From an optimization exercise on the open Yosys and OpenROAD flow, aimed at a short achievable clock period and few clock cycles; shortcuts taken in it are not production practice. In this exercise RTL edits were held to simulation tests only and were not proved equivalent to the original.

==> run a <==
## rvCore
module rvCore #(
    parameter int IMEM_DEPTH = 64,
    parameter int DMEM_DEPTH = 64
) (
    input  logic                clk,
    input  logic                rstN,
    input  logic                progWe,
    input  logic [31:0]         progAddr,
    input  logic [31:0]         progData,
    output logic                wbValid,
    output logic [36:0]         wbEvent,
    output logic                storeValid,
    output logic [63:0]         storeEvent
);
clock: 8.5 ns
lec_check: 0
abc_clock_period_in_ps: 2500
cap_margin: 20
core_margin: 2
core_utilization: 55
setup_slack_margin: 5
slew_margin: 20
tns_end_percent: 100
run.sh (not shown) runs the stock make flow with config.mk's settings and CLKGATE_MAP_FILE= SYNTH_SCRIPT=/design/flow/synth_recipe.tcl, a recipe that flattens the netlist after the stock synthesis.
==> run b: changes against run a <==
--- a/flow/design.v
+++ b/flow/design.v
@@ -154,20 +154,30 @@
             pKind = K_SW;   pB = pRs2; pImm = {pd[31:25], pd[11:7]};
         end else if (pIsBeq) begin
             pKind = K_BEQ;  pB = pRs2; pImm = {5'd0, pBrT};
         end else if (pIsJmp) begin
             pKind = K_JMP;  pB = pRs2; pImm = {5'd0, pBrT};
         end
     end
     assign pWord = {pIsJmp || pIsNop, pWb, pKind, pRs1, pB, pImm};
+    logic            pWe;
+    logic            sWe;
+    logic [5:0]      sA;
+    logic [SW_W-1:0] sWord;
+    assign pWe = progWe && !rstN;
+    always_ff @(posedge clk) begin
+        sWe   <= pWe;
+        sA    <= pwA;
+        sWord <= pWord;
+    end
     logic [SW_W-1:0] imem [64];
     always_ff @(posedge clk) begin
-        if (progWe && !rstN) begin
-            imem[pwA] <= pWord;
+        if (sWe) begin
+            imem[sA] <= sWord;
         end
     end
     function automatic logic pairF(input logic [SW_W-1:0] x, input logic [SW_W-1:0] y);
         if (x[24:22] == K_R || x[24:22] == K_ADDI || x[24:22] == K_LW)
             pairF = (y[24:22] == K_SW || y[24:22] == K_BEQ);
         else
             pairF = (x[24:22] == K_SW && y[24:22] == K_BEQ);
     endfunction
@@ -175,136 +185,171 @@
                                          input logic [SW_W-1:0] y, input logic [SW_W-1:0] z);
         if (x[26])
             nextF = x[6:0];
         else if (pairF(x, y))
             nextF = z[26] ? z[6:0] : {e + 6'd2, 1'b0};
         else
             nextF = y[26] ? y[6:0] : {e + 6'd1, 1'b0};
     endfunction
-    logic            pWe;
     logic [6:0]      nxt [64];
     logic            pr [64];
-    assign pWe = progWe && !rstN;
     logic [SW_W-1:0] pM2, pM1, pP1, pP2;
     logic [6:0]      nxtA, nxtA1, nxtA2;
     logic            prA, prA1;
     logic [SW_W-1:0] imemM2 [64];
     logic [SW_W-1:0] imemM1 [64];
     logic [SW_W-1:0] imemP1 [64];
     logic [SW_W-1:0] imemP2 [64];
     for (genvar i = 0; i < 64; i++) begin : g_nb
         assign imemM2[i] = imem[(i + 62) % 64];
         assign imemM1[i] = imem[(i + 63) % 64];
         assign imemP1[i] = imem[(i + 1) % 64];
         assign imemP2[i] = imem[(i + 2) % 64];
     end
-    assign pM2 = imemM2[pwA];
-    assign pM1 = imemM1[pwA];
-    assign pP1 = imemP1[pwA];
-    assign pP2 = imemP2[pwA];
-    assign nxtA  = nextF(pwA, pWord, pP1, pP2);
-    assign nxtA1 = nextF(pwA - 6'd1, pM1, pWord, pP1);
-    assign nxtA2 = nextF(pwA - 6'd2, pM2, pM1, pWord);
-    assign prA   = pairF(pWord, pP1);
-    assign prA1  = pairF(pM1, pWord);
+    assign pM2 = imemM2[sA];
+    assign pM1 = imemM1[sA];
+    assign pP1 = imemP1[sA];
+    assign pP2 = imemP2[sA];
+    assign nxtA  = nextF(sA, sWord, pP1, pP2);
+    assign nxtA1 = nextF(sA - 6'd1, pM1, sWord, pP1);
+    assign nxtA2 = nextF(sA - 6'd2, pM2, pM1, sWord);
+    assign prA   = pairF(sWord, pP1);
+    assign prA1  = pairF(pM1, sWord);
     for (genvar e = 0; e < 64; e++) begin : g_nxt
         always_ff @(posedge clk) begin
-            if (pWe) begin
-                if (pwA == 6'(e)) begin
+            if (sWe) begin
+                if (sA == 6'(e)) begin
                     nxt[e] <= nxtA;
                     pr[e]  <= prA;
-                end else if (pwA == 6'((e + 1) % 64)) begin
+                end else if (sA == 6'((e + 1) % 64)) begin
                     nxt[e] <= nxtA1;
                     pr[e]  <= prA1;
-                end else if (pwA == 6'((e + 2) % 64)) begin
+                end else if (sA == 6'((e + 2) % 64)) begin
                     nxt[e] <= nxtA2;
                 end
             end
         end
     end
     logic [5:0]      fIdx;       
+    logic [63:0]     fSel;       
     logic            fPc1;       
     logic [SW_W-1:0] cw;         
     logic [SW_W-1:0] nw;         
     logic            curSkip, pair;
     logic [SW_W-1:0] imemNext [64];
     for (genvar i = 0; i < 64; i++) begin : g_rot
         assign imemNext[i] = imem[(i + 1) % 64];
     end
-    assign cw      = imem[fIdx];
-    assign nw      = imemNext[fIdx];
+    logic [6:0]      fNxt;
+    logic            fPr;
+    always_comb begin
+        cw   = '0;
+        nw   = '0;
+        fNxt = '0;
+        fPr  = 1'b0;
+        for (int i = 0; i < 64; i++) begin
+            cw   = cw   | (imem[i]     & {SW_W{fSel[i]}});
+            nw   = nw   | (imemNext[i] & {SW_W{fSel[i]}});
+            fNxt = fNxt | (nxt[i]      & {7{fSel[i]}});
+            fPr  = fPr  | (pr[i] & fSel[i]);
+        end
+    end
     assign curSkip = cw[26] && !fPc1;
-    assign pair    = !fPc1 && pr[fIdx];
+    assign pair    = !fPc1 && fPr;
     logic            stall;
     logic            redirect;
     logic [6:0]      redirT;
     logic            irValid;
     logic [25:0]     ir;
     logic            irPc1;
     logic            ir2Valid;
     logic [25:0]     ir2;
+    logic [31:0]     irSelA, irSelB, ir2SelA, ir2SelB;
     logic            ir2Sw;
     logic [4:0]      ir2Rs1, ir2Rs2;
     logic [11:0]     ir2Imm;
     logic            split;
     assign ir2Sw  = ir2[24:22] == K_SW;
     assign ir2Rs1 = ir2[21:17];
     assign ir2Rs2 = ir2[16:12];
     assign ir2Imm = ir2[11:0];
     logic [SW_W-1:0] w0, w1, w2;
     logic            rPair;
     logic [6:0]      rNext;
-    assign w0    = (pWe && pwA == 6'd0) ? pWord : imem[0];
-    assign w1    = (pWe && pwA == 6'd1) ? pWord : imem[1];
-    assign w2    = (pWe && pwA == 6'd2) ? pWord : imem[2];
+    assign w0    = (pWe && pwA == 6'd0) ? pWord : ((sWe && sA == 6'd0) ? sWord : imem[0]);
+    assign w1    = (pWe && pwA == 6'd1) ? pWord : ((sWe && sA == 6'd1) ? sWord : imem[1]);
+    assign w2    = (pWe && pwA == 6'd2) ? pWord : ((sWe && sA == 6'd2) ? sWord : imem[2]);
     assign rPair = pairF(w0, w1);
     assign rNext = nextF(6'd0, w0, w1, w2);
-    always_ff @(posedge clk) begin
+    logic [5:0] fIdxD;
+    logic       fPc1D;
+    always_comb begin
+        fIdxD = fIdx;
+        fPc1D = fPc1;
         if (!rstN) begin
-            fIdx  <= rNext[6:1];
-            fPc1  <= rNext[0];
+            fIdxD = rNext[6:1];
+            fPc1D = rNext[0];
         end else if (redirect) begin
-            fIdx  <= redirT[6:1];
-            fPc1  <= redirT[0];
+            fIdxD = redirT[6:1];
+            fPc1D = redirT[0];
+        end else if (sWe) begin
         end else if (!stall && !split) begin
             if (fPc1) begin
-                fIdx  <= fIdx + 6'd1;
+                fIdxD = fIdx + 6'd1;
             end else begin
-                fIdx  <= nxt[fIdx][6:1];
-                fPc1  <= nxt[fIdx][0];
+                fIdxD = fNxt[6:1];
+                fPc1D = fNxt[0];
             end
         end
     end
     always_ff @(posedge clk) begin
+        fIdx <= fIdxD;
+        fPc1 <= fPc1D;
+        fSel <= 64'd1 << fIdxD;
+    end
+    always_ff @(posedge clk) begin
         if (!rstN) begin
             irValid  <= !w0[26] && (w0[24:22] != K_NOP);
             ir2Valid <= rPair;
         end else if (redirect) begin
             irValid  <= 1'b0;
             ir2Valid <= 1'b0;
         end else if (split) begin
             irValid  <= 1'b1;
             ir2Valid <= 1'b0;
+        end else if (sWe) begin
+            irValid  <= 1'b0;
+            ir2Valid <= 1'b0;
         end else if (!stall) begin
             irValid  <= !curSkip && (cw[24:22] != K_NOP);
             ir2Valid <= pair;
         end
     end
     always_ff @(posedge clk) begin
         if (!rstN) begin
-            ir     <= w0[25:0];
-            irPc1  <= 1'b0;
-            ir2    <= w1[25:0];
+            ir      <= w0[25:0];
+            irPc1   <= 1'b0;
+            ir2     <= w1[25:0];
+            irSelA  <= 32'd1 << w0[21:17];
+            irSelB  <= 32'd1 << w0[16:12];
+            ir2SelA <= 32'd1 << w1[21:17];
+            ir2SelB <= 32'd1 << w1[16:12];
         end else if (split) begin
-            ir     <= ir2;
+            ir      <= ir2;
+            irSelA  <= ir2SelA;
+            irSelB  <= ir2SelB;
         end else if (!stall) begin
-            ir     <= cw[25:0];
-            irPc1  <= fPc1;
-            ir2    <= nw[25:0];
+            ir      <= cw[25:0];
+            irPc1   <= fPc1;
+            ir2     <= nw[25:0];
+            irSelA  <= 32'd1 << cw[21:17];
+            irSelB  <= 32'd1 << cw[16:12];
+            ir2SelA <= 32'd1 << nw[21:17];
+            ir2SelB <= 32'd1 << nw[16:12];
         end
     end
     logic [2:0]  dKind;
     logic        dWb;
     logic [4:0]  dRs1, dB, dRd;
     logic [11:0] dImm;
     logic [31:0] dImmX;
     logic        dIsR, dIsAddi, dIsLw, dIsSw, dIsBeq, dIsJmp, dUseImm, dUseA, dUseB;
@@ -333,16 +378,17 @@
     logic        e2St, e2Beq;
     logic [31:0] e2A, e2B;
     logic [11:0] e2Imm;
     logic        e2AX, e2BX;     
     logic        e2AL, e2BL;     
     logic        mWb, mLd, mSt;
     logic [4:0]  mRd;
     logic [31:0] mRes, mSa, mSd;
+    logic [63:0] mSel;       
     logic        m2St, m2Beq;
     logic [31:0] m2A, m2B;
     logic [11:0] m2Imm;
     logic        wWb;
     logic [4:0]  wRd;
     logic [31:0] wRes;
     logic [31:0] aluRes;     
     logic [31:0] mOut;       
@@ -354,20 +400,20 @@
     end
     logic [31:0] rdA, rdB, rdA2, rdB2;
     always_comb begin
         rdA  = '0;
         rdB  = '0;
         rdA2 = '0;
         rdB2 = '0;
         for (int i = 1; i < 32; i++) begin
-            rdA  = rdA  | (rf[i] & {32{dRs1 == 5'(i)}});
-            rdB  = rdB  | (rf[i] & {32{dB == 5'(i)}});
-            rdA2 = rdA2 | (rf[i] & {32{ir2Rs1 == 5'(i)}});
-            rdB2 = rdB2 | (rf[i] & {32{ir2Rs2 == 5'(i)}});
+            rdA  = rdA  | (rf[i] & {32{irSelA[i]}});
+            rdB  = rdB  | (rf[i] & {32{irSelB[i]}});
+            rdA2 = rdA2 | (rf[i] & {32{ir2SelA[i]}});
+            rdB2 = rdB2 | (rf[i] & {32{ir2SelB[i]}});
         end
         if (wWb && wRd == dRs1)   rdA  = wRes;
         if (wWb && wRd == dB)     rdB  = wRes;
         if (wWb && wRd == ir2Rs1) rdA2 = wRes;
         if (wWb && wRd == ir2Rs2) rdB2 = wRes;
     end
     logic hitEA, hitEB, hitMA, hitMB;
     assign hitEA = eWb && (eRd == dRs1);
@@ -471,16 +517,17 @@
             mSt   <= eSt;
             m2St  <= e2St;
             m2Beq <= e2Beq;
         end
     end
     always_ff @(posedge clk) begin
         mRd   <= eRd;
         mRes  <= aluRes;
+        mSel  <= 64'd1 << aluRes[7:2];
         m2A   <= e2AX ? aluRes : (e2AL ? mOut : e2A);
         m2B   <= e2BX ? aluRes : (e2BL ? mOut : e2B);
         m2Imm <= e2Imm;
     end
     always_ff @(posedge clk) begin
         if (eSt) begin
             mSa <= aluRes;
             mSd <= eSd;
@@ -497,43 +544,54 @@
     logic [31:0] dmem [64];
     logic [31:0] ldRaw, ldData;
     logic [36:0] wEv;
     always_ff @(posedge clk) begin
         if (wSt) begin
             dmem[wSa[7:2]] <= wSd;
         end
     end
-    assign ldRaw  = dmem[mRes[7:2]];
+    always_comb begin
+        ldRaw = '0;
+        for (int i = 0; i < 64; i++) begin
+            ldRaw = ldRaw | (dmem[i] & {32{mSel[i]}});
+        end
+    end
     assign ldData = (wSt && wSa[7:2] == mRes[7:2]) ? wSd : ldRaw;
     assign mOut   = mLd ? ldData : mRes;
     always_ff @(posedge clk) begin
         if (!rstN) begin
             wWb <= 1'b0;
             wSt <= 1'b0;
         end else begin
             wWb <= mWb;
             wSt <= mSt || m2St;
         end
     end
     always_ff @(posedge clk) begin
         wRd  <= mRd;
         wRes <= mOut;
     end
     always_ff @(posedge clk) begin
-        if (mSt) begin
-            wSa <= mSa;
-            wSd <= mSd;
-        end else if (m2St) begin
-            wSa <= sa2;
-            wSd <= b2;
-        end
+        wSa <= mSt ? mSa : sa2;
+        wSd <= mSt ? mSd : b2;
     end
+    logic mLate;     
+    logic evE;       
+    logic evValid;
+    assign evE = eWb && !eLd && !(mWb && mLate) && !redirect2;
     always_ff @(posedge clk) begin
-        if (mWb) begin
-            wEv <= {mRd, mOut};
+        if (!rstN) begin
+            mLate   <= 1'b0;
+            evValid <= 1'b0;
+        end else begin
+            mLate   <= eWb && !evE;
+            evValid <= (mWb && mLate) || evE;
         end
     end
+    always_ff @(posedge clk) begin
+        wEv <= (mWb && mLate) ? {mRd, mOut} : {eRd, aluRes};
+    end
     assign storeValid = wSt;
     assign storeEvent = {wSa, wSd};
-    assign wbValid    = wWb;
+    assign wbValid    = evValid;
     assign wbEvent    = wEv;
 endmodule
==> impl_metrics.yaml <==
status:
  status: "stopped before the end"
  stop_stage: "global routing"
  error: "[ERROR GRT-0116] Global routing finished with congestion. Check the congestion regions in the DRC Viewer."
placement:
  dp.final_hpwl_um: 1140000
clocking:
  cts.repair.resized: 3233
synthesis:
  synth_area_leaders: "edfxtp_1, mux4_2, a22oi_1"
  yosys-top-cells-count: "edfxtp_1, a22oi_1, mux4_2"
global_route:
  grt_start_max_net_pins: 99
  grt_overflow: 14100
the above is filed under run a

==> impl_metrics.yaml <==
status:
  status: "stopped before the end"
  stop_stage: "global routing"
  error: "[ERROR GRT-0116] Global routing finished with congestion. Check the congestion regions in the DRC Viewer."
placement:
  dp.final_hpwl_um: 1150000
synthesis:
  yosys-top-cells-count: "edfxtp_1, a22oi_1, a22o_1"
  synth_area_leaders: "edfxtp_1, a22oi_1, a22o_1"
clocking:
  cts.repair.resized: 2315
global_route:
  grt_overflow: 24
the above is filed under run b

Testbench counts of run a, summed over its fixed seeds: cycles 11,167.
Testbench counts of run b, summed over its fixed seeds: cycles 11,107.
